Background: an optimization exercise with open tools, aiming at small area, a short achievable clock period and few clock cycles per item. Do not read the settings as production practice. Only simulation tests tie the RTL to the original design; equivalence was not proved. Power and IR drop assume default switching activity.

## job 101
Design fifo_slot_dispatcher, start of the top module:
module fifo_slot_dispatcher (
    input  logic              aclk,
    input  logic              aresetn,
    input  logic              cfg_valid,
    output logic              cfg_ready,
    input  logic              cfg_addr,
    input  logic [15:0]       cfg_data,
    input  logic              s_valid,
    output logic              s_ready,
    input  logic              s_cmd,
    input  logic [JOB_W-1:0]  s_job_id,
    input  logic [DUR_W-1:0]  s_duration,
    output logic              m_valid,
    input  logic              m_ready,
    output logic [1:0]        m_kind,
    output logic [JOB_W-1:0]  m_out_job,
    output logic [2:0]        m_slot,
    output logic [TICK_W-1:0] m_wait_ticks,
    output logic [3:0]        m_busy_slots,
    output logic              m_done_res,
    output logic              m_last
);
    logic             iv;
    logic [IN_W-1:0]  idata;
    logic             ipop;
    logic             ordy;
    logic             ovalid;
    logic [OUT_W-1:0] odata;
    assign cfg_ready = 1'b1;
    fsd_inbuf #(
        .W (IN_W)
    ) u_in (
        .aclk    (aclk),
        .aresetn (aresetn),
        .s_valid (s_valid),
        .s_ready (s_ready),
        .s_data  ({s_cmd, s_job_id, s_duration}),
        .o_valid (iv),
        .o_data  (idata),
        .o_pop   (ipop)
    );
    fsd_datapath u_dp (
        .aclk      (aclk),
        .aresetn   (aresetn),
        .cfg_valid (cfg_valid),
        .cfg_addr  (cfg_addr),
        .cfg_data  (cfg_data),
        .iv        (iv),
        .idata     (idata),
  ...
Size in the first run: ~5400 flip-flops, roughly 200000 µm² of cells after synthesis.
clock: 10.0 ns
lec_check: 0
cap_margin: 20
core_margin: 2
core_utilization: 60
cts_buf_list: sky130_fd_sc_hd__clkbuf_16
cts_cluster_diameter: 60
cts_cluster_size: 30
place_density: 0.7
slew_margin: 20
synth_memory_max_bits: 8192
standard.sh (not shown) runs the stock make flow with config.mk's settings and CLKGATE_MAP_FILE= SYNTH_SCRIPT=/design/flow/synth_recipe.tcl, a recipe that flattens the netlist after the stock synthesis.
==> flow/flow/run.sh <==
#!/bin/bash
# The standard layout (standard synthesis, floorplan, placement, CTS, routing), with
# - every input and output port buffered by a buf_4 instead of the default delay buffer
set -euo pipefail
bash standard.sh SETUP_SLACK_MARGIN=6.4 \
    'BUFFER_PORTS_ARGS=-buffer_cell sky130_fd_sc_hd__buf_4' \
    finish > standard_flow.log 2>&1
The flow completed for job 101, but it is not clean: the layout still shows max-slew violations.
Testbench counts of job 101, summed over its fixed seeds: cycles 17,533, items 12,008.
The following lists how job 102 was set up differently from job 101:
diff --git a/flow/design.v b/flow/design.v
--- a/flow/design.v
+++ b/flow/design.v
@@ -16,23 +16,23 @@
 endpackage
 module fsd_ram #(
     parameter int WIDTH = 8,
     parameter int DEPTH = 16
 ) (
     input  logic                     aclk,
     input  logic                     wr_en,
-    input  logic [$clog2(DEPTH)-1:0] wr_addr,
+    input  logic [DEPTH-1:0]         wr_sel,
     input  logic [WIDTH-1:0]         wr_data,
     input  logic [DEPTH-1:0]         rd_sel,
     output logic [WIDTH-1:0]         rd_data
 );
     logic [WIDTH-1:0] mem_reg [DEPTH];
     always_ff @(posedge aclk) begin
         for (int i = 0; i < DEPTH; i++) begin
-            if (wr_en && wr_addr == i) begin
+            if (wr_en && wr_sel[i]) begin
                 mem_reg[i] <= wr_data;
             end
         end
     end
     always_comb begin
         rd_data = '0;
         for (int i = 0; i < DEPTH; i++) begin
@@ -141,15 +141,15 @@
     logic [15:0]       limit_reg;
     logic [15:0]       cnt_reg;
     logic [15:0]       need_reg;
     logic              lim_upd_reg;
     logic              done_reg;
     logic [TICK_W-1:0] tick_reg;
     logic [TICK_W-1:0] tref_reg;         
-    logic [QPTR_W-1:0] tail_reg;
+    logic [QUEUE_DEPTH-1:0] wsel_reg;    
     logic [QUEUE_DEPTH-1:0] rsel_reg;    
     logic [QCNT_W-1:0] qcount_reg;
     logic [QENT_W-1:0] hd_reg;           
     logic [QENT_W-1:0] q_rd;
     logic [NS-1:0]     busy_reg;
     logic [NS-1:0]     c1_reg;           
     logic [JOB_W-1:0]  sid_reg [NS];
@@ -241,15 +241,15 @@
     end
     fsd_ram #(
         .WIDTH (QENT_W),
         .DEPTH (QUEUE_DEPTH)
     ) u_queue (
         .aclk    (aclk),
         .wr_en   (1'b1),
-        .wr_addr (tail_reg),
+        .wr_sel  (wsel_reg),
         .wr_data ({i_job, i_dur, tick_reg}),
         .rd_sel  (rsel_reg),
         .rd_data (q_rd)
     );
     always_comb begin
         ovalid = 1'b0;
         odata  = '0;
@@ -283,15 +283,15 @@
             need_reg    <= 16'd80;
             lim_upd_reg <= 1'b0;
             cupd_reg    <= 1'b0;
             done_reg    <= 1'b0;
             tick_reg    <= '0;
             tref_reg    <= '0;
             qnz_reg     <= 1'b0;
-            tail_reg    <= '0;
+            wsel_reg    <= QUEUE_DEPTH'(1);
             rsel_reg    <= QUEUE_DEPTH'(2);
             qcount_reg  <= '0;
             busy_reg    <= '0;
             disp_reg    <= 1'b0;
             emit_reg    <= 1'b0;
         end else begin
             lim_upd_reg <= 1'b0;
@@ -310,15 +310,15 @@
             cupd_reg <= do_commit && !run_ends;
             if (cupd_reg) begin
                 need_reg <= need_reg - 16'(ncomp_reg);
                 cnt_reg  <= (17'(cnt_reg) + 17'(ncomp_reg) > 17'hFFFF) ? 16'hFFFF
                           : cnt_reg + 16'(ncomp_reg);
             end
             if (arr_write) begin
-                tail_reg <= tail_reg + 1'b1;
+                wsel_reg <= {wsel_reg[QUEUE_DEPTH-2:0], wsel_reg[QUEUE_DEPTH-1]};
             end
             qcount_reg <= qcount_nx;
             qnz_reg    <= (qcount_nx != '0);
             tick_reg <= tick_nx;
             if (!disp_nx) begin
                 tref_reg <= tick_nx;
             end else if (!disp_reg) begin
==> results.txt <==
Job 102 vs. job 101: wire length went up by 1.4%. Cmp job 101 and job 102 / amount of wire on met3 after detailed routing / higher: job 101. Relative area of clock buffers and inverters in the final design delta for job 102 relative to job 101: 0.20 points higher. Compared job 102 vs job 101, and proportion of power drawn by combinational gates is down in job 102. Having completed the whole flow, job 102 delivered a layout that passed the timing, design-rule and antenna checks. [compare] base=job 101 new=job 102: number of buffer and inverter stages on the critical path dropped 6; power consumption shows an increase of 450 µW.
Testbench counts of job 102, summed over its fixed seeds: cycles 17,533, items 12,008.

## separate check: timing with driven ports
In the flow no input, the clock included, has a driving cell. The finished layouts below were timed again as built, in two steps. Step 1: set_driving_cell puts a clkbuf_16 on aclk and a buf_2 on each other input, an assumption about the parent block. Step 2, shift: input delay + t, output delay - t, t = (earliest + latest rising clock arrival at the registers) / 2. This alone moves slack from input paths to output paths. a / b / c = ideal ports / drivers / drivers and shift; a / b = the first two.
run | t (ns) | setup WS [ns] | worst setup path after step 2
job 101 | 1.103 | 6.103 / 6.151 / 5.052 | input to register
job 102 | 1.095 | 6.141 / 6.111 / 5.371 | input to register
For job 101, which loses most, drivers alone change the setup slack by +0.048 ns; drivers and shift together by -1.051 ns.
